Background: an optimization exercise with open tools, aiming at small area, a short achievable clock period and few clock cycles per item. Do not read the settings as production practice. Where RTL was checked, it was by simulation tests only, not by an equivalence proof against the original. For run 1, only the layout was checked, not whether the RTL still works. The clock input has no modelled driver; a real chip could not lean on it and would need a root buffer or a full tree. Power is estimated from default activity; no workload was simulated.

$ cat flow/config.mk
export PLATFORM = sky130hd
export DESIGN_NAME = sha1_pad_top
export DESIGN_NICKNAME = sha1_pad_top
export VERILOG_FILES = /design/flow/design.v
export SDC_FILE = /design/flow/constraint.sdc
export NUM_CORES = 4
export LEC_CHECK = 0
export CAP_MARGIN = 20
export CORE_AREA = 5 5 170 170
export CTS_CLUSTER_DIAMETER = 100
export CTS_CLUSTER_SIZE = 30
export DIE_AREA = 0 0 175 175
export SLEW_MARGIN = 20
$ cat flow/constraint.sdc
create_clock -name core_clock -period 5.0 [get_ports {sys_clk}]
set_input_delay 1.0000 -clock core_clock [delete_from_list [all_inputs] [get_ports {sys_clk}]]
set_output_delay 1.0000 -clock core_clock [all_outputs]
set_load 0.01 [all_outputs]
$ cat flow/design.v
`timescale 1ns/10ps
module sha1_pad_top (
    input  logic           sys_clk,
    input  logic           sys_rst,
    input  logic           msg_cal_channel_ready,
    input  logic           msg_info_fifo_empty,
    input  logic [15:0]    msg_info,
    input  logic [5:0]     msg_channel_num,
    output logic           msg_info_rd_en,
    output logic           msg_data_rd_en,
    input  logic [127:0]   msg_data,
    output logic           msg_filled_data_valid,
    output logic           msg_filled_data_sop,
    output logic           msg_filled_data_eop,
    output logic [511:0]   msg_filled_data,
    output logic           msg_filled_info_valid,
    output logic [15:0]    msg_filled_info,
    output logic [13:0]    msg_filled_tag,
    output logic [11:0]    msg_filled_addr
);
    logic          info_pend;       
    logic          nxt_v;
    logic [15:0]   nxt_len;
    logic [5:0]    nxt_ch;
    logic          consume;
    always_ff @(posedge sys_clk) begin
        if (sys_rst) begin
            msg_info_rd_en <= 1'b0;
            info_pend <= 1'b0;
            nxt_v <= 1'b0;
        end else begin
            msg_info_rd_en <= !msg_info_fifo_empty && msg_cal_channel_ready && !msg_info_rd_en
                              && !info_pend && !nxt_v;
            info_pend <= msg_info_rd_en;
            if (info_pend) begin
                nxt_v <= 1'b1;
            end else if (consume) begin
                nxt_v <= 1'b0;
            end
        end
    end
    always_ff @(posedge sys_clk) begin
        if (info_pend) begin
            nxt_len <= msg_info;
            nxt_ch <= msg_channel_num;
        end
    end
    logic          act;             
    logic [11:0]   cnt;             
    logic          nz;              
    logic          padp;            
    logic          padrd;           
    logic          ext;             
    logic          fst;             
    logic [1:0]    pos;             
    logic          last_q;          
    logic          s_full;
    logic          s_pad;
    logic          s_p3;
    logic [11:0]   cnt_dec;
    logic          cnt_one;
    for (genvar i = 0; i < 12; i++) begin : g_dec
        if (i == 0) begin : g_lsb
            assign cnt_dec[i] = !cnt[i];
        end else begin : g_bit
            assign cnt_dec[i] = cnt[i] ^ !(|cnt[i-1:0]);
        end
    end
    assign cnt_one = (cnt == 12'd1);
    assign s_full = act && nz;
    assign s_pad = act && !nz && padp;
    assign s_p3 = act && (pos == 2'd3);
    assign consume = nxt_v && (!act || last_q);
    always_ff @(posedge sys_clk) begin
        if (sys_rst) begin
            act <= 1'b0;
            pos <= 2'd0;
            last_q <= 1'b0;
        end else begin
            last_q <= act && !last_q && (pos == 2'd2) && (!nz || cnt_one) && !ext;
            if (act) begin
                pos <= pos + 1'b1;
                if (!nz) begin
                    padp <= 1'b0;
                end
                fst <= 1'b0;
                if (s_p3 && !nz) begin
                    ext <= 1'b0;
                end
                if (last_q) begin
                    act <= 1'b0;
                end
            end
            if (consume) begin
                act <= 1'b1;
                padp <= 1'b1;
                padrd <= |nxt_len[3:0];
                ext <= (nxt_len[5:0] >= 6'd56);
                fst <= 1'b1;
            end
        end
    end
    always_ff @(posedge sys_clk) begin
        if (consume) begin
            cnt <= nxt_len[15:4];
            nz <= |nxt_len[15:4];
        end else begin
            cnt <= cnt_dec;
            nz <= nz && !cnt_one;
        end
    end
    logic          full_a, pad_a, last_a, p3_a, first_a;
    logic          full_b, pad_b, last_b, p3_b, first_b;
    always_ff @(posedge sys_clk) begin
        if (sys_rst) begin
            msg_data_rd_en <= 1'b0;
            last_a <= 1'b0;
            p3_a <= 1'b0;
            first_a <= 1'b0;
            last_b <= 1'b0;
            p3_b <= 1'b0;
            first_b <= 1'b0;
        end else begin
            msg_data_rd_en <= s_full || (s_pad && padrd);
            last_a <= act && last_q;
            p3_a <= s_p3;
            first_a <= act && fst;
            last_b <= last_a;
            p3_b <= p3_a;
            first_b <= first_a;
        end
    end
    always_ff @(posedge sys_clk) begin
        full_a <= s_full;
        pad_a <= s_pad;
        full_b <= full_a;
        pad_b <= pad_a;
    end
    logic [15:0]   out_len;
    always_ff @(posedge sys_clk) begin
        if (first_a) begin
            out_len <= nxt_len;
        end
    end
    logic [15:0]   keep;
    logic [15:0]   padb;
    logic [127:0]  in_word;
    logic [127:0]  s0, s1, s2, s3;
    always_comb begin
        for (int j = 0; j < 16; j++) begin
            keep[j] = full_b || (pad_b && (4'(j) < out_len[3:0]));
            padb[j] = pad_b && (4'(j) == out_len[3:0]);
            in_word[127-8*j -: 8] = (msg_data[127-8*j -: 8] & {8{keep[j]}}) | {padb[j], 7'b0};
        end
        if (last_b) begin
            in_word[18:3] = in_word[18:3] | out_len;
        end
    end
    always_ff @(posedge sys_clk) begin
        s0 <= s1;
        s1 <= s2;
        s2 <= s3;
        s3 <= in_word;
    end
    assign msg_filled_data = {s0, s1, s2, s3};
    logic          at_first;        
    logic [5:0]    blk_idx;
    logic [10:0]   blocks;
    logic [10:0]   blk_plus1;
    logic [10:0]   blk_plus2;
    logic [5:0]    idx_inc;
    logic [13:0]   tag_inc;
    for (genvar i = 0; i < 11; i++) begin : g_blk
        if (i == 0) begin : g_b0
            assign blk_plus1[i] = !nxt_len[6];
            assign blk_plus2[i] = nxt_len[6];
        end else if (i < 10) begin : g_bm
            assign blk_plus1[i] = nxt_len[6+i] ^ (&nxt_len[6+i-1:6]);
            if (i == 1) begin : g_b1
                assign blk_plus2[i] = !nxt_len[7];
            end else begin : g_bn
                assign blk_plus2[i] = nxt_len[6+i] ^ (&nxt_len[6+i-1:7]);
            end
        end else begin : g_btop
            assign blk_plus1[i] = &nxt_len[15:6];
            assign blk_plus2[i] = &nxt_len[15:7];
        end
    end
    for (genvar i = 0; i < 6; i++) begin : g_idx
        if (i == 0) begin : g_i0
            assign idx_inc[i] = !blk_idx[i];
        end else begin : g_in
            assign idx_inc[i] = blk_idx[i] ^ (&blk_idx[i-1:0]);
        end
    end
    for (genvar i = 0; i < 14; i++) begin : g_tag
        if (i == 0) begin : g_t0
            assign tag_inc[i] = !msg_filled_tag[i];
        end else begin : g_tn
            assign tag_inc[i] = msg_filled_tag[i] ^ (&msg_filled_tag[i-1:0]);
        end
    end
    assign blocks = (nxt_len[5:0] >= 6'd56) ? blk_plus2 : blk_plus1;
    always_ff @(posedge sys_clk) begin
        if (sys_rst) begin
            msg_filled_data_valid <= 1'b0;
            msg_filled_data_sop <= 1'b0;
            msg_filled_data_eop <= 1'b0;
            at_first <= 1'b0;
            blk_idx <= 6'd0;
            msg_filled_tag <= '1;   
        end else begin
            msg_filled_data_valid <= p3_b;
            msg_filled_data_sop <= p3_b && at_first;
            msg_filled_data_eop <= last_b;
            if (first_b) begin
                at_first <= 1'b1;
            end else if (p3_b) begin
                at_first <= 1'b0;
            end
            if (p3_b) begin
                blk_idx <= at_first ? 6'd0 : idx_inc;
                if (at_first) begin
                    msg_filled_tag <= tag_inc;
                end
            end
        end
    end
    logic [5:0]    out_ch;
    logic [10:0]   out_blocks;
    always_ff @(posedge sys_clk) begin
        if (sys_rst) begin
            out_ch <= 6'd0;
            out_blocks <= 11'd0;
        end else if (first_b) begin
            out_ch <= nxt_ch;
            out_blocks <= blocks;
        end
    end
    assign msg_filled_info_valid = msg_filled_data_sop;
    assign msg_filled_info = {5'd0, out_blocks};
    assign msg_filled_addr = {out_ch, blk_idx};
endmodule
$ cat flow/flow/run.sh
#!/bin/bash
# Standard layout with buf_2 port buffers and pins one track apart; CTS adds
# no balancing loads. After CTS (flow/post_cts_tree.tcl) the top of the clock
# tree is rebuilt as four branch buffers driven by the clock port, input port
# buffers become buf_1 (flow/inputs_small.tcl), then the timing repair runs,
# aiming at a 1.85 ns period.
set -e
export SMALL_INPUT_BUFFERS=$PWD/flow/inputs_small.tcl
bash standard.sh BUFFER_PORTS_ARGS="-buffer_cell sky130_fd_sc_hd__buf_2" \
  PLACE_PINS_ARGS="-min_distance 1 -min_distance_in_tracks" \
  CTS_ARGS="-sink_clustering_enable -repair_clock_nets -sink_clustering_size 30 -sink_clustering_max_diameter 100 -dont_use_dummy_load" \
  SKIP_CTS_REPAIR_TIMING=1 POST_CTS_TCL=$PWD/flow/post_cts_tree.tcl \
  SETUP_SLACK_MARGIN=3.15 finish > standard.log 2>&1
$ cat flow/flow/inputs_small.tcl
# Input ports have timing to spare: their port buffers get the smallest
# buffer (buf_1); the repair that follows may size any of them back up.
proc small_input_buffers {} {
  set block [ord::get_db_block]
  set n 0
  foreach bterm [$block getBTerms] {
    if {[$bterm getIoType] ne "INPUT"} { continue }
    if {[$bterm getName] eq "sys_clk"} { continue }
    set net [$bterm getNet]
    if {$net eq "NULL"} { continue }
    foreach it [$net getITerms] {
      set inst [$it getInst]
      if {[[$inst getMaster] getName] eq "sky130_fd_sc_hd__buf_2"} {
        replace_cell [$inst getName] sky130_fd_sc_hd__buf_1
        incr n
      }
    }
  }
  puts "small_input_buffers: $n input port buffers now buf_1"
}
small_input_buffers
$ cat flow/flow/post_cts_tree.tcl
# After CTS: rebuild the top of the clock tree. CTS gives port -> root buffer
# -> a few branch buffers -> leaf buffers -> flip-flops. Here the root and
# branch buffers are replaced by four branch buffers, each at the centre of
# one quarter of the leaf buffers, driven by the clock port directly. Every
# flip-flop still gets the clock through two buffers. Then the timing repair
# that CTS would have run.
set block [ord::get_db_block]
set port_net [$block findNet sys_clk]

proc out_net {inst} {
  foreach it [$inst getITerms] {
    if {[$it isOutputSignal]} { return [$it getNet] }
  }
  return ""
}
proc loads {net} {
  set r {}
  foreach it [$net getITerms] {
    if {[$it isInputSignal]} { lappend r $it }
  }
  return $r
}
proc is_clkbuf {inst} {
  return [string match "sky130_fd_sc_hd__clkbuf_*" [[$inst getMaster] getName]]
}

# Walk down from the port: a clock buffer whose loads include flip-flops is
# a leaf buffer; the clock buffers above the leaves are the upper tree. Cells
# with no output (CTS's balancing loads) on the upper tree's nets go with it.
set upper {}
set leaves {}
set dummies {}
set ok 1
set frontier [list $port_net]
while {[llength $frontier] > 0} {
  set net [lindex $frontier 0]
  set frontier [lrange $frontier 1 end]
  foreach it [loads $net] {
    set inst [$it getInst]
    set onet [out_net $inst]
    if {$onet eq "" || $onet eq "NULL"} { lappend dummies $inst; continue }
    if {![is_clkbuf $inst]} { set ok 0; continue }
    set has_ff 0
    foreach l [loads $onet] {
      if {[[[$l getInst] getMaster] isSequential]} { set has_ff 1 }
    }
    if {$has_ff} {
      lappend leaves $inst
    } else {
      lappend upper $inst
      lappend frontier $onet
    }
  }
}
puts "post_cts_tree: [llength $upper] upper buffers, [llength $leaves] leaf buffers, [llength $dummies] loads without output on the upper tree"

if {$ok && [llength $leaves] >= 8 && [llength $upper] >= 1} {
  # Split the leaves in four: by x at the median, then each half by y.
  set pts {}
  foreach leaf $leaves {
    set bb [$leaf getBBox]
    lappend pts [list $leaf [expr {([$bb xMin] + [$bb xMax]) / 2}] [expr {([$bb yMin] + [$bb yMax]) / 2}]]
  }
  set pts [lsort -integer -index 1 $pts]
  set h [expr {[llength $pts] / 2}]
  set groups {}
  foreach half [list [lrange $pts 0 [expr {$h - 1}]] [lrange $pts $h end]] {
    set half [lsort -integer -index 2 $half]
    set q [expr {[llength $half] / 2}]
    lappend groups [lrange $half 0 [expr {$q - 1}]] [lrange $half $q end]
  }
  set master [[ord::get_db] findMaster sky130_fd_sc_hd__clkbuf_16]
  # Take out the old upper tree.
  foreach inst $dummies {
    foreach it [$inst getITerms] { if {[$it getNet] ne "NULL"} { $it disconnect } }
    odb::dbInst_destroy $inst
  }
  foreach inst $upper {
    set n [out_net $inst]
    foreach it [$inst getITerms] { if {[$it getNet] ne "NULL"} { $it disconnect } }
    odb::dbInst_destroy $inst
    if {$n ne "" && $n ne "NULL"} { odb::dbNet_destroy $n }
  }
  foreach it [loads $port_net] { $it disconnect }
  set k 0
  foreach g $groups {
    set sx 0; set sy 0
    foreach p $g { incr sx [lindex $p 1]; incr sy [lindex $p 2] }
    set cx [expr {$sx / [llength $g]}]
    set cy [expr {$sy / [llength $g]}]
    set buf [odb::dbInst_create $block $master "clkbuf_top_$k"]
    $buf setLocation [expr {$cx - 4000}] $cy
    $buf setPlacementStatus PLACED
    set net [odb::dbNet_create $block "clknet_top_$k"]
    $net setSigType CLOCK
    [$buf findITerm A] connect $port_net
    [$buf findITerm X] connect $net
    foreach p $g {
      set leaf [lindex $p 0]
      [$leaf findITerm A] disconnect
      [$leaf findITerm A] connect $net
    }
    puts "post_cts_tree: clkbuf_top_$k at ($cx, $cy) drives [llength $g] leaf buffers"
    incr k
  }
} else {
  puts "post_cts_tree: tree left as is"
}
if {[info exists ::env(SMALL_INPUT_BUFFERS)]} { source $::env(SMALL_INPUT_BUFFERS) }
detailed_placement
estimate_parasitics -placement
repair_timing_helper
detailed_placement
check_placement -verbose
$ cat flow/standard.sh
#!/bin/bash
# synth_recipe.tcl (not shown) runs the flow's synth.tcl, then flattens the netlist and writes it again
# the make line also repeats each setting of config.mk as NAME=value (left out here)
make -C /OpenROAD-flow-scripts/flow DESIGN_CONFIG=/design/flow/config.mk WORK_HOME=/design/flow/orfs CLKGATE_MAP_FILE= SYNTH_SCRIPT=/design/flow/synth_recipe.tcl "${@:-finish}"
==> qor.tcl, run 1 <==
set qor(worst_pin_slew_ns) 0.741
set qor(post_syn_instances) 1095
set qor(ys_ff_latch) 626
set qor(achievable_freq_mhz) 516
set qor(grt_start_max_net_pins) 42
set qor(timing.critical_path.required_ns) 4.00
set qor(ioPinCount) 714
set qor(cp_cell_sequence) {buf_2}
set qor(end_of_the_worst_register_to_register_path) {msg_filled_tag[11]}
set qor(finalCriticalPeriod_ns) 1.94
set qor(hold_violations) 0
set qor(clock-skew-final_ns) 0.0253
set qor(crit_path_start) {s0[80]}
set qor(outcome) {finished clean}
set qor(worstSetupEndpoint) {msg_filled_data[464]}
set qor(area_growth_syn_to_layout_pct) 39.9
set qor(maxSlewViolCount) 0
set qor(io_buffer_count) 708
set qor(ys_types) 58
set qor(rsz0062_at_grt) {true}
set qor(reg2reg_slack_ns) 3.24
set qor(internal-power_mw) 6.20
set qor(layout.nets) 2005
set qor(power.leakage_nw) 10.2
set qor(cts.sinks) 626
set qor(globalRouteOverflowTotal) 0
set qor(cp.arrival_ns) 0.94
set qor(hold_class) {flop to flop}
set qor(vias) 11300
set qor(synthesis.area_mm2) 0.0158
set qor(proportion_of_power_drawn_by_the_clock_network_pct) 29.2
set qor(critical_path.max_stage_delay_ns) 0.40
set qor(worst_setup_hold_path_clk_slew_ns) 0.11
set qor(synth-seq-area-share_pct) 81.8
set qor(min_period_over_period_pct) 38.7
set qor(die_height_um) 175
set qor(dominantRegCellSynth) {sky130_fd_sc_hd__dfxtp_1}
set qor(maxSlewHeadroom_pct) 50.5
set qor(insertion_delay_ns) 0.36
set qor(ir_drop_v) 0.000286
set qor(layout.cells.non_filler) 2181
set qor(synth_edf_count) 42
set qor(layout_cells_sized_above_1_pct) 55.4
set qor(via_count_of_the_first_global_routing_pass) 10800
set qor(power_frac_comb_pct) 3.9
set qor(grt_pass1_wl_um) 69600
set qor(initial_antenna_violation_count) 17
set qor(worst_setup_path_end_kind) {output pin}
set qor(critical_path_class) {flop to output pin}
set qor(std_cell_rows) 60
set qor(dp.cells) 2116
set qor(critical_path.n_buffers_inverters) 1
set qor(yosysWarningCount) 1
set qor(min-delay-start) {full_a}
set qor(timing.critical_path.from_type) {flop}
set qor(crit_family) {flip-flops}
set qor(via_per_inst) 5.20
set qor(path_depth) 1
set qor(async_set_or_reset_register_ratio_after_synthesis_pct) 0
set qor(reg2reg_from) {msg_filled_tag[1]}
set qor(post_drt_wl_per_cell_um) 24.1
set qor(drc) 0
set qor(worstHoldPathCells) 0
set qor(drt.antenna.violating_nets) 0
set qor(slowest_cp_cell) {sky130_fd_sc_hd__dfxtp_1}
set qor(syn_area_per_cell_um2) 14.5
set qor(cap_violations) 0
set qor(switchingPower_mw) 1.58
set qor(timing.final.setup_violations) 0
set qor(detailedRoute.firstIterationViolations) 824
set qor(power.share.switching_pct) 20.3
set qor(globalplace.congestion) 0.919
set qor(die_w_um) 175
set qor(timing.reg2reg.worst_path_depth) 8
set qor(dpl.hpwl_um) 38300
set qor(grt_util_all_layers_pct) 30.1
set qor(initial_utilization_pct) 58.9
set qor(final.setup.tns_ns) 0
set qor(pwr_density_cell_mw_per_mm2) 351
set qor(die_area_mm2) 0.0306
set qor(number_of_detailed_route_iterations_in_the_first_pass) 5
set qor(core_area_mm2) 0.0269
set qor(power.share.sequential_pct) 66.9
set qor(worst-path-max-fanout) 1
set qor(routed_wl_um) 52500
## synthesized netlist by cell type, types with 2 or more instances
cell	instances	area, µm²
sky130_fd_sc_hd__buf_2	10	50.1
sky130_fd_sc_hd__nor2b_1	50	313
sky130_fd_sc_hd__xnor2_1	10	87.6
sky130_fd_sc_hd__and2_1	63	394
sky130_fd_sc_hd__dfxtp_1	584	11700
sky130_fd_sc_hd__nand2_1	40	150
sky130_fd_sc_hd__or4_1	2	15.0
sky130_fd_sc_hd__nand4_1	7	43.8
sky130_fd_sc_hd__nand3b_1	5	37.5
sky130_fd_sc_hd__nor3b_1	2	15.0
sky130_fd_sc_hd__nor4_1	3	18.8
sky130_fd_sc_hd__a31oi_1	4	25.0
sky130_fd_sc_hd__a22o_1	17	149
sky130_fd_sc_hd__ha_1	16	200
sky130_fd_sc_hd__nand2b_1	3	18.8
sky130_fd_sc_hd__o21ai_0	11	55.1
sky130_fd_sc_hd__or2_2	2	12.5
sky130_fd_sc_hd__edfxtp_1	42	1260
sky130_fd_sc_hd__o31ai_1	5	37.5
sky130_fd_sc_hd__a221o_1	2	20.0
sky130_fd_sc_hd__xor2_1	4	35.0
sky130_fd_sc_hd__and3_1	8	50.1
sky130_fd_sc_hd__o22ai_1	6	37.5
sky130_fd_sc_hd__buf_6	5	56.3
sky130_fd_sc_hd__nor2_1	60	225
sky130_fd_sc_hd__clkbuf_1	10	37.5
sky130_fd_sc_hd__nor3_1	7	35.0
sky130_fd_sc_hd__mux2_2	2	22.5
sky130_fd_sc_hd__a32o_1	2	20.0
sky130_fd_sc_hd__inv_1	21	78.8
sky130_fd_sc_hd__nand3_1	18	90.1
sky130_fd_sc_hd__buf_4	6	45.0
sky130_fd_sc_hd__a211oi_1	4	30.0
sky130_fd_sc_hd__a22oi_1	3	22.5
sky130_fd_sc_hd__a21oi_1	29	145
sky130_fd_sc_hd__mux2i_1	9	90.1
sky130_fd_sc_hd__clkinv_1	2	7.51
## layer usage
| metal | vias to the layer above | share of wire (%) | global-route usage [%] |
|---|---|---|---|
| met4 | 20 | 7.0 | 17.7 |
| met3 | 239 | 11 | 14.1 |
| met2 | 721 | 48 | 49.0 |
| met5 | - | 0.23 | 0 |
| met1 | 5305 | 33 | 32.2 |
| li1 | 5054 | - | - |
## cells by family (layout without fill, tap and decap cells)
logic type / count (synthesis) / after routing / share of synthesized area, %
XOR/XNOR: 14 / 14 / 0.775
flip-flops: 626 / 626 / 81.8
other: 1 / 12 / 0.0237
AND/OR/NAND/NOR: 278 / 278 / 9.39
adder cells (fa/ha/maj): 16 / 16 / 1.27
buffers and inverters: 55 / 789 / 1.77
AO/OA/AOI/OAI: 93 / 93 / 4.07
multiplexers: 12 / 12 / 0.854
## cell usage in the layout, fill, tap and decap left out, types with 27 or more instances in the layout
| master | count |
|---|---|
| sky130_fd_sc_hd__a21oi_1 | 27 |
| sky130_fd_sc_hd__edfxtp_1 | 42 |
| sky130_fd_sc_hd__buf_4 | 84 |
| sky130_fd_sc_hd__buf_6 | 183 |
| sky130_fd_sc_hd__nor2b_1 | 50 |
| sky130_fd_sc_hd__nor2_1 | 59 |
| sky130_fd_sc_hd__buf_1 | 152 |
| sky130_fd_sc_hd__dfxtp_2 | 368 |
| sky130_fd_sc_hd__dfxtp_1 | 207 |
| sky130_fd_sc_hd__and2_1 | 62 |
| sky130_fd_sc_hd__buf_2 | 322 |
| sky130_fd_sc_hd__nand2_1 | 40 |
## worst min path at each step
stage / end
6_report: full_b
5_1_grt: s1[98]
3_5_place_dp: full_b
3_3_place_gp: full_b
2_1_floorplan: full_b
## cell type report, without the clock buffers
| cell class | count | area, µm² |
|---|---|---|
| fill | 1496 | 4730 |
| inverter | 23 | 91.3 |
| buffer | 4 | 100 |
| multi-input combinational | 418 | 2660 |
| sequential | 626 | 13400 |
| timing repair buffer | 741 | 4870 |
| antenna | 7 | 17.5 |
| tap | 341 | 427 |
## metrics by stage
stage | hold WS (ns) | area [µm²] | setup slack (ns) | util, % | power [mW]
finish | 0.336 | 22100 | 3.06 | 82.4 | 7.78
global route | 0.337 | 22100 | 3.07 | 82.4 | 8.05
detailed placement | 0.317 | 19600 | 2.08 | 73.0 | 5.60
global placement | 0.312 | 19600 | 2.12 | 73.0 | 5.58
floorplan | 0.310 | 15800 | 3.15 | - | 5.44
## power by group through the flow
| stage | registers, mW | clock network [mW] | logic (mW) |
|---|---|---|---|
| 2_1_floorplan | 5.33 | 0 | 0.117 |
| 3_3_place_gp | 5.31 | 0 | 0.275 |
| 3_5_place_dp | 5.31 | 0 | 0.284 |
| 5_1_grt | 5.22 | 2.50 | 0.330 |
| 6_report | 5.20 | 2.27 | 0.303 |
## flip-flops by register name, summed over array words and instances, names as in the netlist, 11 cells and up
name,flops
cnt,12
msg_filled_tag,14
nxt_len,16
out_blocks,11
out_len,16
s0,128
s1,128
s2,128
s3,128
==> run 2: changes to the inputs <==
--- a/flow/design.v
+++ b/flow/design.v
@@ -229,10 +229,7 @@
     logic [5:0]    out_ch;
     logic [10:0]   out_blocks;
     always_ff @(posedge sys_clk) begin
-        if (sys_rst) begin
-            out_ch <= 6'd0;
-            out_blocks <= 11'd0;
-        end else if (first_b) begin
+        if (first_b) begin
             out_ch <= nxt_ch;
             out_blocks <= blocks;
         end
==> flow/flow/run.sh (replaced) <==
#!/bin/bash
# Standard layout with buf_2 port buffers and pins one track apart; CTS adds
# no balancing loads. After CTS (flow/post_cts_tree.tcl) the top of the clock
# tree is rebuilt as four branch buffers driven by the clock port, input port
# buffers become buf_1 (flow/inputs_small.tcl), then the timing repair runs,
# aiming at a 1.9 ns period.
set -e
export SMALL_INPUT_BUFFERS=$PWD/flow/inputs_small.tcl
bash standard.sh BUFFER_PORTS_ARGS="-buffer_cell sky130_fd_sc_hd__buf_2" \
  PLACE_PINS_ARGS="-min_distance 1 -min_distance_in_tracks" \
  CTS_ARGS="-sink_clustering_enable -repair_clock_nets -sink_clustering_size 24 -sink_clustering_max_diameter 100 -dont_use_dummy_load" \
  SKIP_CTS_REPAIR_TIMING=1 POST_CTS_TCL=$PWD/flow/post_cts_tree.tcl \
  SETUP_SLACK_MARGIN=3.1 finish > standard.log 2>&1
==> run 2 against run 1 <==
Net effect: cell count fell by 2.6%; combinational power fell by 11%; clock power is about 10% higher; synthesized cell count fell by 4.0%; first-iteration DRC count shrank 33%; sequential power is essentially flat; largest cell class unchanged.
==> qor.tcl, run 2 <==
set qor(layout.cells.non_filler) 2125 ;# -2.6%
set qor(post_drt_wl_per_cell_um) 21.7 ;# -10%
set qor(area_growth_syn_to_layout_pct) 29.8
set qor(worst_setup_path_end_kind) {output pin}
set qor(yosysWarningCount) 1 ;# unchanged
set qor(drt.antenna.violating_nets) 0 ;# unchanged
set qor(layout.nets) 1944 ;# -3.0%
set qor(leading_cell_types_by_count_after_synthesis) {567 x sky130_fd_sc_hd__dfxtp_1, 61 x sky130_fd_sc_hd__and2_1, 59 x sky130_fd_sc_hd__edfxtp_1}
set qor(crit_family) {flip-flops}
set qor(timing.critical_path.from_type) {flop}
set qor(synth-seq-area-share_pct) 83.4 ;# +1.6 points
set qor(reg2reg_slack_ns) 3.26 ;# +0.02 ns
set qor(die_w_um) 175 ;# unchanged
set qor(async_set_or_reset_register_ratio_after_synthesis_pct) 0 ;# unchanged
set qor(die_area_mm2) 0.0306 ;# unchanged
set qor(hold_class) {flop to flop}
set qor(via_per_inst) 4.98 ;# -4.3%
set qor(drc) 0 ;# unchanged
set qor(routed_wl_um) 46100 ;# -12%
set qor(worstSetupEndpoint) {msg_filled_addr[10]}
set qor(end_of_the_worst_register_to_register_path) {s3[111]}
set qor(pwr_density_cell_mw_per_mm2) 392 ;# +11%
set qor(clock-skew-final_ns) 0.0770 ;# +0.0517 ns
set qor(detailedPlace.worstSlack_ns) 2.87 ;# +0.792 ns
set qor(detailedRoute.firstIterationViolations) 548 ;# -33%
set qor(maxSlewHeadroom_pct) 42.4 ;# -8.2 points
set qor(ys_types) 55 ;# -5.2%
set qor(initial_utilization_pct) 58.5 ;# -0.35 points
set qor(dominantRegCellSynth) {sky130_fd_sc_hd__dfxtp_1}
set qor(critical_path_class) {flop to output pin}
set qor(cts.sinks) 626 ;# unchanged
set qor(io_buffer_count) 708 ;# unchanged
set qor(worst-path-max-fanout) 1 ;# unchanged
set qor(critical_path.n_buffers_inverters) 1 ;# unchanged
set qor(initial_antenna_violation_count) 17 ;# unchanged
set qor(yosys.area.top_type) {sky130_fd_sc_hd__dfxtp_1}
set qor(ioPinCount) 714 ;# unchanged
set qor(maxSlewViolCount) 0 ;# unchanged
set qor(synth.most_common_cell) {sky130_fd_sc_hd__dfxtp_1}
set qor(power.leakage_nw) 9.83 ;# -3.8%
set qor(ys_ff_latch) 626 ;# unchanged
set qor(dpl.hpwl_um) 36900 ;# -3.9%
set qor(finalWorstSetupSlack_ns) 3.10 ;# +0.0345 ns
set qor(timing.reg2reg.worst_path_depth) 4 ;# -4
set qor(share_of_the_synthesized_area_in_the_top_cell_type_pct) 72.2 ;# -1.7 points
set qor(grt_util_all_layers_pct) 28.4 ;# -1.8 points
set qor(timing.critical_path.required_ns) 4.00 ;# about the same
set qor(grt_start_max_net_pins) 32 ;# -24%
set qor(timing.final.setup_violations) 0 ;# unchanged
set qor(achievable_freq_mhz) 526 ;# +1.8%
set qor(synth_edf_count) 59 ;# +40%
set qor(final_util_pct) 75.9 ;# -6.4 points
set qor(crit_path_start) {out_ch[4]}
set qor(synthesis.area_mm2) 0.0157 ;# -0.60%
set qor(worst_pin_slew_ns) 0.863 ;# +0.122 ns
set qor(worst_setup_hold_path_clk_slew_ns) 0.09 ;# -0.02 ns
set qor(core_area_mm2) 0.0269 ;# unchanged
set qor(globalplace.congestion) 0.922 ;# +0.27%
set qor(post_syn_instances) 1051 ;# -4.0%
set qor(vias) 10600 ;# -6.7%
set qor(reg2reg_from) {out_len[3]}
set qor(dp.cells) 2074 ;# -2.0%
set qor(globalRouteOverflowTotal) 0 ;# unchanged
set qor(syn_area_per_cell_um2) 15.0 ;# +3.6%
set qor(finalCriticalPeriod_ns) 1.90 ;# -0.0345 ns
set qor(cap_violations) 0 ;# unchanged
set qor(synth.top_cells.by_area) {sky130_fd_sc_hd__dfxtp_1 72%, sky130_fd_sc_hd__edfxtp_1 11%, sky130_fd_sc_hd__and2_1 2.4%}
set qor(std_cell_rows) 60 ;# unchanged
set qor(layout_cells_sized_above_1_pct) 37.4 ;# -18 points
set qor(path_depth) 1 ;# unchanged
set qor(hold-worst-slack_ns) 0.295 ;# -0.0408 ns
set qor(dpl-instance-area_mm2) 0.0196 ;# -0.28%
set qor(slowest_cp_cell) {sky130_fd_sc_hd__edfxtp_1}
set qor(hold_violations) 0 ;# unchanged
set qor(outcome) {finished clean}
set qor(critical_path.max_stage_delay_ns) 0.39 ;# about the same
set qor(via_count_of_the_first_global_routing_pass) 10300 ;# -5.0%
set qor(grt_pass1_wl_um) 65200 ;# -6.4%
set qor(mostFrequentLayoutCells) {537 x sky130_fd_sc_hd__buf_2, 514 x sky130_fd_sc_hd__dfxtp_1, 152 x sky130_fd_sc_hd__buf_1}
set qor(final.setup.tns_ns) 0 ;# unchanged
set qor(number_of_detailed_route_iterations_in_the_first_pass) 4 ;# -1
set qor(mostFrequentLayoutCell) {sky130_fd_sc_hd__buf_2}
set qor(insertion_delay_ns) 0.36 ;# about the same
set qor(cp.arrival_ns) 0.90 ;# -0.04 ns
set qor(die_height_um) 175 ;# unchanged
set qor(min_period_over_period_pct) 38.0 ;# -0.69 points
set qor(ir_drop_v) 0.000350 ;# +23%
set qor(final_design_area_no_fill_mm2) 0.0204 ;# -7.8%
set qor(cp_cell_sequence) {buf_2}
set qor(rsz0062_at_grt) {true}
set qor(total_power_mw) 7.99 ;# +2.7%
==> run 2: changes by cell type after synthesis, sizes merged, moves of 3 or more <==
cell / delta
dfxtp: -17
edfxtp: +17
nor2: -9
mux2i: -7
nand2: -7
xor2: +5
a21oi: -4
and2: -4
a211oi: -3
buf: -3
nand3b: -3
o31ai: -3
==> run 2: layout make-up, without the clock buffers <==
class                           count  area, µm²
Tap cell                          341        427
Fill cell                        1947       6460
Buffer                              4        100
Inverter                           21       78.8
Multi-Input combinational cell    378       2420
Sequential cell                   626      13200
Antenna cell                       12       30.0
Timing Repair Buffer              716       3480
==> run 2: layer usage <==
layer | share of wire [%] | wire (µm) | up-vias | track usage [%]
met5 | 0.15 | 70 | - | 0
met3 | 10 | 4610 | 234 | 12.1
li1 | - | - | 4860 | -
met1 | 33 | 15000 | 4853 | 27.7
met2 | 48 | 22300 | 617 | 47.6
met4 | 8.8 | 4040 | 14 | 21.7
==> run 2: worst min-delay path by stage <==
stage	from	to	cells past startpoint
after detailed placement	pad_a	pad_b	0
after floorplan	full_a	full_b	0
final	s3[77]	s2[77]	0
after global routing	s3[77]	s2[77]	0
after global placement	full_a	full_b	0
==> run 2: power by group <==
group	switching [mW]	leakage, nW	internal, mW
clock network	1.38	0.382	1.11
logic	0.140	4.31	0.129
registers	0.0736	5.13	5.15
total	1.60	9.83	6.40
==> run 2: cells by family after synthesis <==
logic type / Yosys count / share of synthesized area, %
fa+ha+maj: 16 / 1.27
buf+inv: 51 / 1.48
xor+xnor: 21 / 1.17
other cells: 1 / 0.0238
mux: 4 / 0.262
flops: 626 / 83.4
compound gates: 77 / 3.42
simple gates: 255 / 8.95
Testbench counts of run 2, summed over its fixed seeds: cycles 19,299, messages 800.
==> run 3: changes to the inputs <==
==> flow/flow/run.sh (replaced) <==
#!/bin/bash
# Standard layout with buf_1 port buffers and pins one track apart; CTS adds
# no balancing loads. After CTS (flow/post_cts_tree.tcl) the top of the clock
# tree is rebuilt as four branch buffers driven by the clock port, input port
# buffers become buf_1 (flow/inputs_small.tcl), then the timing repair runs,
# aiming at a 1.9 ns period.
set -e
export SMALL_INPUT_BUFFERS=$PWD/flow/inputs_small.tcl
bash standard.sh BUFFER_PORTS_ARGS="-buffer_cell sky130_fd_sc_hd__buf_1" \
  PLACE_PINS_ARGS="-min_distance 1 -min_distance_in_tracks" \
  CTS_ARGS="-sink_clustering_enable -repair_clock_nets -sink_clustering_size 30 -sink_clustering_max_diameter 100 -dont_use_dummy_load" \
  SKIP_CTS_REPAIR_TIMING=1 POST_CTS_TCL=$PWD/flow/post_cts_tree.tcl \
  SETUP_SLACK_MARGIN=3.1 finish > standard.log 2>&1
==> run 3 against run 2 <==
Net effect: still clean on timing, DRC and antenna; synthesized cell count unchanged; cell count down 0.38%; wire length shrank 1.6%; clock power shrank about 10%; clock skew down 0.058 ns; sequential share of layout area up 1.7 points; global-route usage is 0.71 points lower; power is 3.2% lower; critical endpoint is now msg_filled_data[28]; worst setup slack gained 0.019 ns; critical path depth unchanged; critical path type unchanged; maximum frequency is 1.0% higher; combinational power is 4% lower.
==> qor.tcl, run 3 <==
set qor(outcome) {finished clean}
set qor(total_area_of_multi_input_combinational_cells_mm2) 0.00242 ;# unchanged
set qor(layout.cells.non_filler) 2117 ;# -0.38%
set qor(timing.final.setup_violations) 0 ;# unchanged
set qor(grt_pass1_wl_um) 63700 ;# -2.3%
set qor(synthesis.area_mm2) 0.0157 ;# unchanged
set qor(ys_ff_latch) 626 ;# unchanged
set qor(post_syn_instances) 1051 ;# unchanged
set qor(io_buffer_count) 708 ;# unchanged
set qor(pwr_density_cell_mw_per_mm2) 389 ;# -0.74%
set qor(async_set_or_reset_register_ratio_after_synthesis_pct) 0 ;# unchanged
set qor(hold-worst-slack_ns) 0.333 ;# +0.0379 ns
set qor(initial_utilization_pct) 58.5 ;# unchanged
set qor(grt_busiest_layer) {met2}
set qor(end_of_the_worst_register_to_register_path) {s3[111]}
set qor(synth_edf_count) 59 ;# unchanged
set qor(area_growth_syn_to_layout_pct) 26.5
set qor(vias) 10600 ;# -0.038%
set qor(detailedPlace.worstSlack_ns) 2.95 ;# +0.0826 ns
set qor(initial_antenna_violation_count) 17 ;# unchanged
set qor(ir_drop_v) 0.000281 ;# -20%
set qor(leading_cell_types_by_count_after_synthesis) {567 x sky130_fd_sc_hd__dfxtp_1, 61 x sky130_fd_sc_hd__and2_1, 59 x sky130_fd_sc_hd__edfxtp_1}
set qor(grt_start_max_net_pins) 32 ;# unchanged
set qor(cp.arrival_ns) 0.88 ;# -0.02 ns
set qor(hold_violations) 0 ;# unchanged
set qor(worst_setup_path_end_kind) {output pin}
set qor(synth.top_cells.by_area) {sky130_fd_sc_hd__dfxtp_1 72%, sky130_fd_sc_hd__edfxtp_1 11%, sky130_fd_sc_hd__and2_1 2.4%}
set qor(worst-path-max-fanout) 2 ;# +1
set qor(fillerInstances) 1892 ;# -2.8%
set qor(crit_path_start) {s3[28]}
set qor(share_of_the_synthesized_area_in_the_top_cell_type_pct) 72.2 ;# unchanged
set qor(slowest_cp_cell) {sky130_fd_sc_hd__dfxtp_1}
set qor(yosysWarningCount) 1 ;# unchanged
set qor(destination_of_the_worst_hold_path) {pad_b}
set qor(critical_path.max_stage_delay_ns) 0.36 ;# -0.03 ns
set qor(dominantRegCellSynth) {sky130_fd_sc_hd__dfxtp_1}
set qor(clock-skew-final_ns) 0.0185 ;# -0.0584 ns
set qor(rsz0062_at_grt) {true}
set qor(std_cell_rows) 60 ;# unchanged
set qor(core_area_mm2) 0.0269 ;# unchanged
set qor(detailedRoute.firstIterationViolations) 551 ;# +0.55%
set qor(global_route.usage.met1_pct) 28.1 ;# +0.37 points
set qor(critical_path.n_buffers_inverters) 1 ;# unchanged
set qor(layout.nets) 1937 ;# -0.36%
set qor(timing.critical_path.from_type) {flop}
set qor(via_count_of_the_first_global_routing_pass) 10100 ;# -1.5%
set qor(grt_util_all_layers_pct) 27.7 ;# -0.71 points
set qor(synth.most_common_cell) {sky130_fd_sc_hd__dfxtp_1}
set qor(min-delay-start) {pad_a}
set qor(die_height_um) 175 ;# unchanged
set qor(dp.cells) 2075 ;# +0.048%
set qor(die_w_um) 175 ;# unchanged
set qor(cts.sinks) 626 ;# unchanged
set qor(finalCriticalPeriod_ns) 1.88 ;# -0.0191 ns
set qor(hold_class) {flop to flop}
set qor(reg2reg_slack_ns) 3.15 ;# -0.11 ns
set qor(dpl.hpwl_um) 36100 ;# -2.1%
set qor(number_of_detailed_route_iterations_in_the_first_pass) 5 ;# +1
set qor(crit_family) {flip-flops}
set qor(power.leakage_nw) 8.46 ;# -14%
set qor(cap_violations) 0 ;# unchanged
set qor(globalRouteOverflowTotal) 0 ;# unchanged
set qor(cp_cell_sequence) {buf_1}
set qor(achievable_freq_mhz) 531 ;# +1.0%
set qor(ys_types) 55 ;# unchanged
set qor(ioPinCount) 714 ;# unchanged
set qor(mostFrequentLayoutCell) {sky130_fd_sc_hd__dfxtp_1}
set qor(mostFrequentLayoutCells) {499 x sky130_fd_sc_hd__dfxtp_1, 423 x sky130_fd_sc_hd__buf_1, 155 x sky130_fd_sc_hd__clkbuf_2}
set qor(drc) 0 ;# unchanged
set qor(insertion_delay_ns) 0.35 ;# about the same
set qor(worst_pin_slew_ns) 0.873 ;# +0.00988 ns
set qor(worst_setup_hold_path_clk_slew_ns) 0.11 ;# +0.02 ns
set qor(finalWorstSetupSlack_ns) 3.12 ;# +0.0191 ns
set qor(yosys.area.top_type) {sky130_fd_sc_hd__dfxtp_1}
set qor(register_area_mm2) 0.0132 ;# about the same
set qor(min_period_over_period_pct) 37.7 ;# -0.38 points
set qor(maxSlewHeadroom_pct) 41.7 ;# -0.66 points
set qor(maxSlewViolCount) 0 ;# unchanged
set qor(final.setup.tns_ns) 0 ;# unchanged
set qor(routed_wl_um) 45300 ;# -1.6%
set qor(grtUsageMet3_pct) 11.6 ;# -0.50 points
set qor(syn_area_per_cell_um2) 15.0 ;# unchanged
set qor(reg2reg_from) {out_len[3]}
set qor(globalplace.congestion) 0.957 ;# +3.8%
set qor(synth-seq-area-share_pct) 83.4 ;# unchanged
set qor(timing.critical_path.required_ns) 4.00 ;# about the same
set qor(critical_path_class) {flop to output pin}
set qor(grt_util_met2_pct) 45.7 ;# -1.9 points
set qor(post_drt_wl_per_cell_um) 21.4 ;# -1.2%
set qor(timing.reg2reg.worst_path_depth) 5 ;# +1
set qor(die_area_mm2) 0.0306 ;# unchanged
set qor(worstHoldPathCells) 0 ;# unchanged
set qor(drt.antenna.violating_nets) 0 ;# unchanged
set qor(via_per_inst) 4.99 ;# +0.34%
set qor(layout_cells_sized_above_1_pct) 22.7 ;# -15 points
-- run 3: cell counts after synthesis --
Identical to the previous run, type by type.
-- run 3: metrics by stage --
step	util, %	cell area [µm²]	power (mW)
after global routing	74.0	19900	8.00
after global placement	69.5	18700	5.58
final	74.1	19900	7.74
after floorplan	-	15700	5.47
after detailed placement	69.5	18700	5.59
-- run 3: worst max path at each step --
stage / to / slack [ns] / cells after the start
floorplan: ext / 3.13 / 3
global placement: msg_info_rd_en / 2.96 / 4
detailed placement: msg_info_rd_en / 2.95 / 4
global route: msg_filled_tag[13] / 3.07 / 4
finish: msg_filled_data[28] / 3.12 / 1
-- run 3: metal layers --
| layer | up-vias | wire length [µm] |
|---|---|---|
| met5 | - | 98 |
| met2 | 631 | 21800 |
| met1 | 4870 | 15100 |
| met3 | 219 | 4530 |
| li1 | 4838 | - |
| met4 | 16 | 3740 |
-- run 3: power by group --
| group | internal, mW | total [mW] | switching [mW] |
|---|---|---|---|
| clock network | 0.911 | 2.25 | 1.34 |
| registers | 5.16 | 5.23 | 0.0741 |
| logic | 0.122 | 0.259 | 0.137 |
| total | 6.19 | 7.74 | 1.55 |
-- run 3: area by class of cell, without the clock buffers --
cell class | count | share of cell area (%)
tap | 341 | 2.14
antenna | 11 | 0.138
sequential | 626 | 66.4
buffer | 4 | 0.503
multi-input combinational | 378 | 12.2
timing repair buffer | 715 | 15.6
inverter | 21 | 0.396
-- run 3: cell families (layout without fill, tap and decap cells) --
logic type / count (synthesis) / count (layout) / synth area share (%)
flip-flops: 626 / 626 / 83.4
AND/OR/NAND/NOR: 255 / 255 / 8.95
AO/OA/AOI/OAI: 77 / 77 / 3.42
buffers and inverters: 51 / 761 / 1.48
XOR/XNOR: 21 / 21 / 1.17
adder cells (fa/ha/maj): 16 / 16 / 1.27
multiplexers: 4 / 4 / 0.262
other: 1 / 16 / 0.0238
==> run 4: changes to the inputs <==
==> flow/flow/run.sh (replaced) <==
#!/bin/bash
# Standard layout with buf_1 port buffers and pins one track apart; CTS adds
# no balancing loads. After CTS (flow/post_cts_tree.tcl) the top of the clock
# tree is rebuilt as four branch buffers driven by the clock port, input port
# buffers become buf_1 (flow/inputs_small.tcl), then the timing repair runs,
# aiming at a 1.95 ns period.
set -e
export SMALL_INPUT_BUFFERS=$PWD/flow/inputs_small.tcl
bash standard.sh BUFFER_PORTS_ARGS="-buffer_cell sky130_fd_sc_hd__buf_1" \
  PLACE_PINS_ARGS="-min_distance 1 -min_distance_in_tracks" \
  CTS_ARGS="-sink_clustering_enable -repair_clock_nets -sink_clustering_size 30 -sink_clustering_max_diameter 100 -dont_use_dummy_load" \
  SKIP_CTS_REPAIR_TIMING=1 POST_CTS_TCL=$PWD/flow/post_cts_tree.tcl \
  SETUP_SLACK_MARGIN=3.05 finish > standard.log 2>&1
==> run 4 against run 3 <==
Net effect: area after synthesis unchanged; wire length decreased by 1.0%; cell count down 0.19%; clock skew down 0.0025 ns; clock power is essentially flat; sequential share of layout area up 1.1 points; largest cell class unchanged; largest power group unchanged.
==> qor.tcl, run 4 <==
set qor(yosys.area.top_type) {sky130_fd_sc_hd__dfxtp_1}
set qor(drc) 0 ;# unchanged
set qor(drt.antenna.violating_nets) 0 ;# unchanged
set qor(area_growth_syn_to_layout_pct) 23.9
set qor(maxSlewHeadroom_pct) 42.1 ;# +0.39 points
set qor(core_area_mm2) 0.0269 ;# unchanged
set qor(mostFrequentLayoutCell) {sky130_fd_sc_hd__buf_1}
set qor(worst_pin_slew_ns) 0.867 ;# -0.00583 ns
set qor(cp_cell_sequence) {buf_1}
set qor(dpl-instance-area_mm2) 0.0187 ;# unchanged
set qor(cts.sinks) 626 ;# unchanged
set qor(hold_violations) 0 ;# unchanged
set qor(hold_class) {flop to flop}
set qor(ys_ff_latch) 626 ;# unchanged
set qor(final.setup.tns_ns) 0 ;# unchanged
set qor(dominantRegCellSynth) {sky130_fd_sc_hd__dfxtp_1}
set qor(die_w_um) 175 ;# unchanged
set qor(cap_violations) 0 ;# unchanged
set qor(grt_util_all_layers_pct) 27.6 ;# -0.047 points
set qor(cp.arrival_ns) 0.94 ;# +0.06 ns
set qor(leading_cell_types_by_count_after_synthesis) {567 x sky130_fd_sc_hd__dfxtp_1, 61 x sky130_fd_sc_hd__and2_1, 59 x sky130_fd_sc_hd__edfxtp_1}
set qor(dp.cells) 2075 ;# unchanged
set qor(synthesis.area_mm2) 0.0157 ;# unchanged
set qor(globalRouteOverflowTotal) 0 ;# unchanged
set qor(hold-worst-slack_ns) 0.333 ;# +0.000152 ns
set qor(ioPinCount) 714 ;# unchanged
set qor(grt_start_max_net_pins) 32 ;# unchanged
set qor(detailedRoute.firstIterationViolations) 461 ;# -16%
set qor(post_synth_xor_area_fraction_pct) 1.17 ;# unchanged
set qor(synth_edf_count) 59 ;# unchanged
set qor(die_area_mm2) 0.0306 ;# unchanged
set qor(final_design_area_no_fill_mm2) 0.0195 ;# -2.1%
set qor(synth_compound_area_share_pct) 3.42 ;# unchanged
set qor(worst-path-max-fanout) 2 ;# unchanged
set qor(critical_path.max_stage_delay_ns) 0.35 ;# about the same
set qor(post_drt_wl_per_cell_um) 21.2 ;# -0.84%
set qor(dpl.hpwl_um) 36100 ;# unchanged
set qor(outcome) {finished clean}
set qor(min_period_over_period_pct) 38.8 ;# +1.1 points
set qor(yosysWarningCount) 1 ;# unchanged
set qor(initial_antenna_violation_count) 18 ;# +1
set qor(crit_family) {flip-flops}
set qor(total_power_mw) 7.73 ;# -0.10%
set qor(largest_family_of_logic_cells_by_synthesized_area) {simple AND/OR/NAND/NOR gates}
set qor(critical_path_class) {flop to output pin}
set qor(path_depth) 1 ;# unchanged
set qor(maxSlewViolCount) 0 ;# unchanged
set qor(ir_drop_v) 0.000283 ;# +0.81%
set qor(initial_utilization_pct) 58.5 ;# unchanged
set qor(synth.top_cells.by_area) {sky130_fd_sc_hd__dfxtp_1 72%, sky130_fd_sc_hd__edfxtp_1 11%, sky130_fd_sc_hd__and2_1 2.4%}
set qor(globalplace.congestion) 0.957 ;# unchanged
set qor(post_synth_fa_ha_maj_area_fraction_pct) 1.27 ;# unchanged
set qor(layout.cells.non_filler) 2113 ;# -0.19%
set qor(insertion_delay_ns) 0.35 ;# about the same
set qor(timing.reg2reg.worst_path_depth) 4 ;# -1
set qor(slowest_cp_cell) {sky130_fd_sc_hd__dfxtp_1}
set qor(mostFrequentLayoutCells) {658 x sky130_fd_sc_hd__buf_1, 542 x sky130_fd_sc_hd__dfxtp_1, 60 x sky130_fd_sc_hd__and2_1}
set qor(share_of_the_synthesized_area_in_the_top_cell_type_pct) 72.2 ;# unchanged
set qor(timing.critical_path.from_type) {flop}
set qor(timing.final.setup_violations) 0 ;# unchanged
set qor(via_count_of_the_first_global_routing_pass) 10100 ;# -0.38%
set qor(io_buffer_count) 708 ;# unchanged
set qor(timing.critical_path.required_ns) 4.00 ;# about the same
set qor(syn_area_per_cell_um2) 15.0 ;# unchanged
set qor(clock-skew-final_ns) 0.0160 ;# -0.00253 ns
set qor(worst_setup_hold_path_clk_slew_ns) 0.11 ;# about the same
set qor(layout_cells_sized_above_1_pct) 6.65 ;# -16 points
set qor(synth.most_common_cell) {sky130_fd_sc_hd__dfxtp_1}
set qor(achievable_freq_mhz) 516 ;# -2.8%
set qor(pwr_density_cell_mw_per_mm2) 397 ;# +2.0%
set qor(rsz0062_at_grt) {false}
set qor(worst_setup_path_end_kind) {output pin}
set qor(synth_simple_gate_area_share_pct) 8.95 ;# unchanged
set qor(async_set_or_reset_register_ratio_after_synthesis_pct) 0 ;# unchanged
set qor(routed_wl_um) 44900 ;# -1.0%
set qor(fillerInstances) 1953 ;# +3.2%
set qor(ys_types) 55 ;# unchanged
set qor(worstHoldPathCells) 0 ;# unchanged
set qor(synth-seq-area-share_pct) 83.4 ;# unchanged
set qor(critical_path.n_buffers_inverters) 1 ;# unchanged
set qor(via_per_inst) 4.96 ;# -0.61%
set qor(power.leakage_nw) 7.53 ;# -11%
set qor(die_height_um) 175 ;# unchanged
set qor(post_syn_instances) 1051 ;# unchanged
set qor(vias) 10500 ;# -0.79%
set qor(layout.nets) 1932 ;# -0.26%
set qor(finalCriticalPeriod_ns) 1.94 ;# +0.0551 ns
set qor(std_cell_rows) 60 ;# unchanged
set qor(grt_pass1_wl_um) 63600 ;# -0.21%
set qor(number_of_detailed_route_iterations_in_the_first_pass) 5 ;# unchanged
set qor(synthMuxAreaShare_pct) 0.262 ;# unchanged
## run 4: kinds of logic after synthesis
| group | count (synthesis) |
|---|---|
| AOI/OAI and AO/OA | 77 |
| buffers and inverters | 51 |
| adders and majority gates | 16 |
| muxes | 4 |
| and+or+nand+nor | 255 |
| other | 1 |
| DFF | 626 |
| xor gates and xnor gates | 21 |
## run 4: per-stage QoR
step	setup slack (ns)	util (%)
5_1_grt	3.05	72.5
3_3_place_gp	2.96	69.5
6_report	3.06	72.5
2_1_floorplan	3.13	-
3_5_place_dp	2.95	69.5
## run 4: routing by layer
metal / wire length [µm] / vias to the layer above / global-route usage, %
met1: 15100 / 4814 / 28.0
met2: 21400 / 601 / 45.6
met5: 96 / - / 0
li1: - / 4837 / -
met4: 3750 / 16 / 20.4
met3: 4560 / 222 / 11.5
## run 4: final timing paths
path,slack [ns],from,to
worst max-delay path,3.06,s2[86],msg_filled_data[214]
worst min-delay path,0.33,pad_a,pad_b
worst max register to register,3.11,out_len[2],s3[111]
worst min register to register,0.33,pad_a,pad_b
## run 4: cell type report, without the clock buffers
type                       instances  area (µm²)  area share, %
antenna                           12        30.0          0.154
buffer                             4         100          0.514
inverter                          21        78.8          0.405
multi-input combinational        378        2420           12.4
sequential                       626       13200           67.5
tap                              341         427           2.19
timing repair buffer             710        2750           14.1
## run 4: power by group
group | internal (mW) | leakage (nW) | switching (mW)
logic | 0.115 | 2.11 | 0.137
registers | 5.16 | 5.12 | 0.0739
clock network | 0.911 | 0.308 | 1.33
==> run 5: changes to the inputs <==
==> flow/flow/run.sh (replaced) <==
#!/bin/bash
# Standard layout with buf_1 port buffers and pins one track apart; CTS adds
# no balancing loads. After CTS (flow/post_cts_tree.tcl) the top of the clock
# tree is rebuilt as four branch buffers driven by the clock port, input port
# buffers become buf_1 (flow/inputs_small.tcl), then the timing repair runs,
# aiming at a 1.87 ns period.
set -e
export SMALL_INPUT_BUFFERS=$PWD/flow/inputs_small.tcl
bash standard.sh BUFFER_PORTS_ARGS="-buffer_cell sky130_fd_sc_hd__buf_1" \
  PLACE_PINS_ARGS="-min_distance 1 -min_distance_in_tracks" \
  CTS_ARGS="-sink_clustering_enable -repair_clock_nets -sink_clustering_size 30 -sink_clustering_max_diameter 100 -dont_use_dummy_load" \
  SKIP_CTS_REPAIR_TIMING=1 POST_CTS_TCL=$PWD/flow/post_cts_tree.tcl \
  SETUP_SLACK_MARGIN=3.13 finish > standard.log 2>&1
==> run 5 against run 4 <==
Net effect: still clean on timing, DRC and antenna; critical path depth unchanged; maximum frequency is 2.1% higher; synthesized cell count is the same; via count grew 1.8%; die area unchanged; combinational power rose by 9.9%; hold slack got worse by 0.00068 ns; critical path type unchanged.
==> qor.tcl, run 5 <==
set qor(hold_violations) 0 ;# unchanged
set qor(reg2reg_from) {out_len[1]}
set qor(end_of_the_worst_register_to_register_path) {s3[15]}
set qor(layout_cells_sized_above_1_pct) 41.5 ;# +35 points
set qor(via_count_of_the_first_global_routing_pass) 10300 ;# +2.0%
set qor(power.leakage_nw) 9.36 ;# +24%
set qor(mostFrequentLayoutCell) {sky130_fd_sc_hd__dfxtp_1}
set qor(worst-path-max-fanout) 1 ;# -1
set qor(achievable_freq_mhz) 527 ;# +2.1%
set qor(dp.cells) 2075 ;# unchanged
set qor(timing.critical_path.required_ns) 4.00 ;# about the same
set qor(ys_ff_latch) 626 ;# unchanged
set qor(grt_util_all_layers_pct) 27.9 ;# +0.32 points
set qor(mostFrequentLayoutCells) {354 x sky130_fd_sc_hd__dfxtp_1, 246 x sky130_fd_sc_hd__buf_1, 199 x sky130_fd_sc_hd__buf_2}
set qor(drc) 0 ;# unchanged
set qor(area_growth_syn_to_layout_pct) 32.2
set qor(std_cell_rows) 60 ;# unchanged
set qor(drt.antenna.violating_nets) 0 ;# unchanged
set qor(worst_setup_path_end_kind) {output pin}
set qor(detailedRoute.firstIterationViolations) 571 ;# +24%
set qor(post_drt_wl_per_cell_um) 21.7 ;# +2.3%
set qor(cp_cell_sequence) {buf_2}
set qor(cp.arrival_ns) 0.90 ;# -0.04 ns
set qor(layout.nets) 1954 ;# +1.1%
set qor(largest_family_of_logic_cells_by_synthesized_area) {simple AND/OR/NAND/NOR gates}
set qor(cts.sinks) 626 ;# unchanged
set qor(synth_simple_gate_area_share_pct) 8.95 ;# unchanged
set qor(worstHoldPathCells) 0 ;# unchanged
set qor(maxSlewViolCount) 0 ;# unchanged
set qor(initial_antenna_violation_count) 20 ;# +2
set qor(synthMuxAreaShare_pct) 0.262 ;# unchanged
set qor(insertion_delay_ns) 0.35 ;# about the same
set qor(vias) 10700 ;# +1.8%
set qor(clock-skew-final_ns) 0.0163 ;# +0.000321 ns
set qor(ioPinCount) 714 ;# unchanged
set qor(finalWorstSetupSlack_ns) 3.10 ;# +0.0394 ns
set qor(syn_area_per_cell_um2) 15.0 ;# unchanged
set qor(leading_cell_types_by_count_after_synthesis) {567 x sky130_fd_sc_hd__dfxtp_1, 61 x sky130_fd_sc_hd__and2_1, 59 x sky130_fd_sc_hd__edfxtp_1}
set qor(die_height_um) 175 ;# unchanged
set qor(synth.most_common_cell) {sky130_fd_sc_hd__dfxtp_1}
set qor(io_buffer_count) 708 ;# unchanged
set qor(globalplace.congestion) 0.936 ;# -2.2%
set qor(reg2reg_slack_ns) 3.30 ;# +0.19 ns
set qor(yosysWarningCount) 1 ;# unchanged
set qor(post_synth_fa_ha_maj_area_fraction_pct) 1.27 ;# unchanged
set qor(destination_of_the_worst_hold_path) {pad_b}
set qor(via_per_inst) 5.01 ;# +0.83%
set qor(initial_utilization_pct) 58.5 ;# unchanged
set qor(pwr_density_cell_mw_per_mm2) 373 ;# -5.9%
set qor(hold_class) {flop to flop}
set qor(share_of_the_synthesized_area_in_the_top_cell_type_pct) 72.2 ;# unchanged
set qor(layout.cells.non_filler) 2133 ;# +0.95%
set qor(yosys.area.top_type) {sky130_fd_sc_hd__dfxtp_1}
set qor(async_set_or_reset_register_ratio_after_synthesis_pct) 0 ;# unchanged
set qor(worst_pin_slew_ns) 1.04 ;# +0.176 ns
set qor(critical_path_class) {flop to output pin}
set qor(ir_drop_v) 0.000339 ;# +20%
set qor(synth_edf_count) 59 ;# unchanged
set qor(maxSlewHeadroom_pct) 30.4 ;# -12 points
set qor(timing.final.setup_violations) 0 ;# unchanged
set qor(synth.top_cells.by_area) {sky130_fd_sc_hd__dfxtp_1 72%, sky130_fd_sc_hd__edfxtp_1 11%, sky130_fd_sc_hd__and2_1 2.4%}
set qor(rsz0062_at_grt) {true}
set qor(number_of_detailed_route_iterations_in_the_first_pass) 5 ;# unchanged
set qor(globalRouteOverflowTotal) 0 ;# unchanged
set qor(outcome) {finished clean}
set qor(dominantRegCellSynth) {sky130_fd_sc_hd__dfxtp_1}
set qor(synthesis.area_mm2) 0.0157 ;# unchanged
set qor(grt_pass1_wl_um) 64800 ;# +1.9%
set qor(timing.critical_path.from_type) {flop}
set qor(die_w_um) 175 ;# unchanged
set qor(synth_compound_area_share_pct) 3.42 ;# unchanged
set qor(dpl.hpwl_um) 36200 ;# +0.42%
set qor(die_area_mm2) 0.0306 ;# unchanged
set qor(routed_wl_um) 46300 ;# +3.3%
set qor(min-delay-start) {pad_a}
set qor(finalCriticalPeriod_ns) 1.90 ;# -0.0394 ns
set qor(min_period_over_period_pct) 38.0 ;# -0.79 points
set qor(critical_path.max_stage_delay_ns) 0.39 ;# +0.04 ns
set qor(detailedPlace.worstSlack_ns) 2.93 ;# -0.0195 ns
set qor(ys_types) 55 ;# unchanged
set qor(grt_start_max_net_pins) 32 ;# unchanged
set qor(post_syn_instances) 1051 ;# unchanged
set qor(crit_family) {flip-flops}
set qor(final.setup.tns_ns) 0 ;# unchanged
set qor(cap_violations) 0 ;# unchanged
set qor(worst_setup_hold_path_clk_slew_ns) 0.11 ;# about the same
set qor(timing.reg2reg.worst_path_depth) 4 ;# unchanged
set qor(critical_path.n_buffers_inverters) 1 ;# unchanged
set qor(post_synth_xor_area_fraction_pct) 1.17 ;# unchanged
set qor(core_area_mm2) 0.0269 ;# unchanged
set qor(synth-seq-area-share_pct) 83.4 ;# unchanged
set qor(slowest_cp_cell) {sky130_fd_sc_hd__edfxtp_1}
[run 5: kinds of logic after synthesis]
group,count (synthesis)
flip-flops,626
AND/OR/NAND/NOR,255
AO/OA/AOI/OAI,77
buffers and inverters,51
XOR/XNOR,21
adder cells (fa/ha/maj),16
multiplexers,4
other,1
[run 5: area by class of cell, without the clock buffers]
| class | count | area [µm²] |
|---|---|---|
| Inverter | 21 | 78.8 |
| Buffer | 4 | 100 |
| Antenna cell | 10 | 25.0 |
| Timing Repair Buffer | 732 | 3770 |
| Tap cell | 341 | 427 |
| Fill cell | 1794 | 6080 |
| Multi-Input combinational cell | 378 | 2430 |
| Sequential cell | 626 | 13400 |
[run 5: metrics by stage]
stage	total power [mW]	util [%]	hold WS (ns)	cell area, µm²
2_1_floorplan	5.47	-	0.310	15700
3_3_place_gp	5.58	69.5	0.314	18700
3_5_place_dp	5.60	69.5	0.312	18700
5_1_grt	8.04	77.4	0.336	20800
6_report	7.76	77.4	0.332	20800
[run 5: worst register-to-register path, delay by kind of cell (launching register included)]
family             cells  cell delay, ns
AOI/OAI and AO/OA      1            0.34
and+or+nand+nor        3            0.68
DFF                    1            0.58
[run 5: report_power, final]
group / internal (mW) / total [mW] / leakage, nW / switching, mW
clock: 0.912 / 2.26 / 0.308 / 1.35
sequential: 5.15 / 5.23 / 5.21 / 0.0753
combinational: 0.135 / 0.277 / 3.84 / 0.142
[run 5: worst max path at each step]
stage                  start                  to  slack, ns  cells after the start
3_5_place_dp         sys_rst      msg_info_rd_en       2.93                      4
5_1_grt        out_blocks[6]  msg_filled_info[6]       3.05                      1
2_1_floorplan        sys_rst      msg_info_rd_en       3.15                      3
3_3_place_gp         sys_rst      msg_info_rd_en       2.97                      4
6_report       out_blocks[6]  msg_filled_info[6]       3.10                      1
[run 5: per-layer routing]
| metal | track usage, % | share of wire [%] |
|---|---|---|
| met5 | 0 | 0.24 |
| met2 | 45.8 | 48 |
| met3 | 11.0 | 9.4 |
| met4 | 21.1 | 8.9 |
| met1 | 28.9 | 34 |
==> run 6: changes to the inputs <==
==> flow/flow/run.sh (replaced) <==
#!/bin/bash
# Standard layout with buf_1 port buffers and pins one track apart; CTS adds
# no balancing loads. After CTS (flow/post_cts_tree.tcl) the top of the clock
# tree is rebuilt as four branch buffers driven by the clock port, input port
# buffers become buf_1 (flow/inputs_small.tcl), then the timing repair runs,
# aiming at a 1.92 ns period.
set -e
export SMALL_INPUT_BUFFERS=$PWD/flow/inputs_small.tcl
bash standard.sh BUFFER_PORTS_ARGS="-buffer_cell sky130_fd_sc_hd__buf_1" \
  PLACE_PINS_ARGS="-min_distance 1 -min_distance_in_tracks" \
  CTS_ARGS="-sink_clustering_enable -repair_clock_nets -sink_clustering_size 30 -sink_clustering_max_diameter 100 -dont_use_dummy_load" \
  SKIP_CTS_REPAIR_TIMING=1 POST_CTS_TCL=$PWD/flow/post_cts_tree.tcl \
  SETUP_SLACK_MARGIN=3.08 finish > standard.log 2>&1
--- a/flow/config.mk
+++ b/flow/config.mk
@@ -10,4 +10,5 @@
 export CTS_CLUSTER_DIAMETER = 100
 export CTS_CLUSTER_SIZE = 30
 export DIE_AREA = 0 0 175 175
+export GPL_TIMING_DRIVEN = 0
 export SLEW_MARGIN = 20
==> run 6 against run 5 <==
Net effect: global-route usage down 0.097 points; maximum frequency down 0.18%; first-iteration DRC count up 2.6%; cell count about the same; area after synthesis unchanged; power down 0.19%; hold slack better by 0.0064 ns; core utilization down 3.8 points; sequential share of layout area up 2.0 points; critical path depth unchanged; critical endpoint unchanged.
==> qor.tcl, run 6 <==
set qor(maxSlewHeadroom_pct) 43.0 ;# +13 points
set qor(cts.sinks) 626 ;# unchanged
set qor(hold_class) {flop to flop}
set qor(worst_pin_slew_ns) 0.854 ;# -0.189 ns
set qor(globalplace.congestion) 0.912 ;# -2.6%
set qor(hold-worst-slack_ns) 0.339 ;# +0.00641 ns
set qor(synth.most_common_cell) {sky130_fd_sc_hd__dfxtp_1}
set qor(globalRouteOverflowTotal) 0 ;# unchanged
set qor(dominantRegCellSynth) {sky130_fd_sc_hd__dfxtp_1}
set qor(drc) 0 ;# unchanged
set qor(maxSlewViolCount) 0 ;# unchanged
set qor(async_set_or_reset_register_ratio_after_synthesis_pct) 0 ;# unchanged
set qor(achievable_freq_mhz) 526 ;# -0.18%
set qor(min_period_over_period_pct) 38.0 ;# +0.069 points
set qor(initial_utilization_pct) 58.5 ;# unchanged
set qor(final.setup.tns_ns) 0 ;# unchanged
set qor(mostFrequentLayoutCells) {534 x sky130_fd_sc_hd__buf_1, 533 x sky130_fd_sc_hd__dfxtp_1, 135 x sky130_fd_sc_hd__clkbuf_2}
set qor(grt_pass1_wl_um) 64300 ;# -0.81%
set qor(post_syn_instances) 1051 ;# unchanged
set qor(synth_edf_count) 59 ;# unchanged
set qor(dp.cells) 2103 ;# +1.3%
set qor(yosysWarningCount) 1 ;# unchanged
set qor(timing.final.setup_violations) 0 ;# unchanged
set qor(dpl.hpwl_um) 36000 ;# -0.65%
set qor(synth.top_cells.by_area) {sky130_fd_sc_hd__dfxtp_1 72%, sky130_fd_sc_hd__edfxtp_1 11%, sky130_fd_sc_hd__and2_1 2.4%}
set qor(grt_util_all_layers_pct) 27.8 ;# -0.097 points
set qor(post_drt_wl_per_cell_um) 21.2 ;# -2.3%
set qor(critical_path.n_buffers_inverters) 1 ;# unchanged
set qor(drt.antenna.violating_nets) 0 ;# unchanged
set qor(cp_cell_sequence) {buf_2}
set qor(share_of_the_synthesized_area_in_the_top_cell_type_pct) 72.2 ;# unchanged
set qor(worst-path-max-fanout) 1 ;# unchanged
set qor(die_height_um) 175 ;# unchanged
set qor(cp.arrival_ns) 0.90 ;# about the same
set qor(vias) 10600 ;# -1.0%
set qor(die_w_um) 175 ;# unchanged
set qor(detailedRoute.firstIterationViolations) 586 ;# +2.6%
set qor(worst_setup_path_end_kind) {output pin}
set qor(io_buffer_count) 707 ;# -0.14%
set qor(outcome) {finished clean}
set qor(finalCriticalPeriod_ns) 1.90 ;# +0.00343 ns
set qor(critical_path.max_stage_delay_ns) 0.39 ;# about the same
set qor(crit_family) {flip-flops}
set qor(pwr_density_cell_mw_per_mm2) 392 ;# +5.0%
set qor(via_per_inst) 4.95 ;# -1.1%
set qor(mostFrequentLayoutCell) {sky130_fd_sc_hd__buf_1}
set qor(syn_area_per_cell_um2) 15.0 ;# unchanged
set qor(number_of_detailed_route_iterations_in_the_first_pass) 5 ;# unchanged
set qor(critical_path_class) {flop to output pin}
==> run 6: cell type report, without the clock buffers <==
cell class                 count  area (µm²)
multi-input combinational    378        2400
buffer                        34         259
antenna                        7        17.5
sequential                   626       13200
timing repair buffer         707        2890
fill                        1984        7110
tap                          341         427
inverter                      21        78.8
==> run 6: metal layers <==
| metal | share of wire, % | GRT usage (%) |
|---|---|---|
| met1 | 33 | 27.7 |
| met4 | 8.2 | 20.9 |
| met3 | 10 | 11.0 |
| met5 | 0.24 | 0 |
| met2 | 49 | 46.9 |
==> run 6: path summary, 6_finish.rpt <==
path / to / depth (start not counted) / from / slack, ns
worst max register to register: s3[111] / 5 / out_len[3] / 3.19
worst max-delay path: msg_filled_info[6] / 1 / out_blocks[6] / 3.10
worst min-delay path: s1[112] / 0 / s2[112] / 0.34
worst min register to register: s1[112] / 0 / s2[112] / 0.34
==> run 6: report_power, final <==
part	switching [mW]	internal, mW	leakage (nW)
Combinational	0.147	0.122	2.63
Clock	1.34	0.911	0.308
Sequential	0.0717	5.16	5.12
Total	1.56	6.19	8.06
==> run 6: per-stage QoR <==
| step | util (%) | setup slack [ns] |
|---|---|---|
| 3_3_place_gp | 70.0 | 2.78 |
| 3_5_place_dp | 70.0 | 2.79 |
| 6_report | 73.6 | 3.10 |
| 5_1_grt | 73.5 | 3.06 |
| 2_1_floorplan | - | 3.13 |
==> run 6: worst reg2reg max path, stage by stage (launching register included) <==
cell and delay (ns):
sky130_fd_sc_hd__edfxtp_1 0.53, sky130_fd_sc_hd__or2_1 0.35, sky130_fd_sc_hd__a21oi_4 0.37, sky130_fd_sc_hd__and2_1 0.18
sky130_fd_sc_hd__buf_4 0.17, sky130_fd_sc_hd__o22ai_1 0.10
==> run 6: logic make-up after synthesis <==
logic type,Yosys count,share of synthesized area (%)
mux,4,0.262
xor+xnor,21,1.17
buf+inv,51,1.48
fa+ha+maj,16,1.27
compound gates,77,3.42
simple gates,255,8.95
other cells,1,0.0238
flops,626,83.4

Setup slack of run 6, layout unchanged: 3.098 ns with ideal ports, 2.994 ns with driving cells assumed (clock clkbuf_16, inputs buf_2), 2.848 ns with port delays also shifted by the 0.446 ns mid clock arrival.
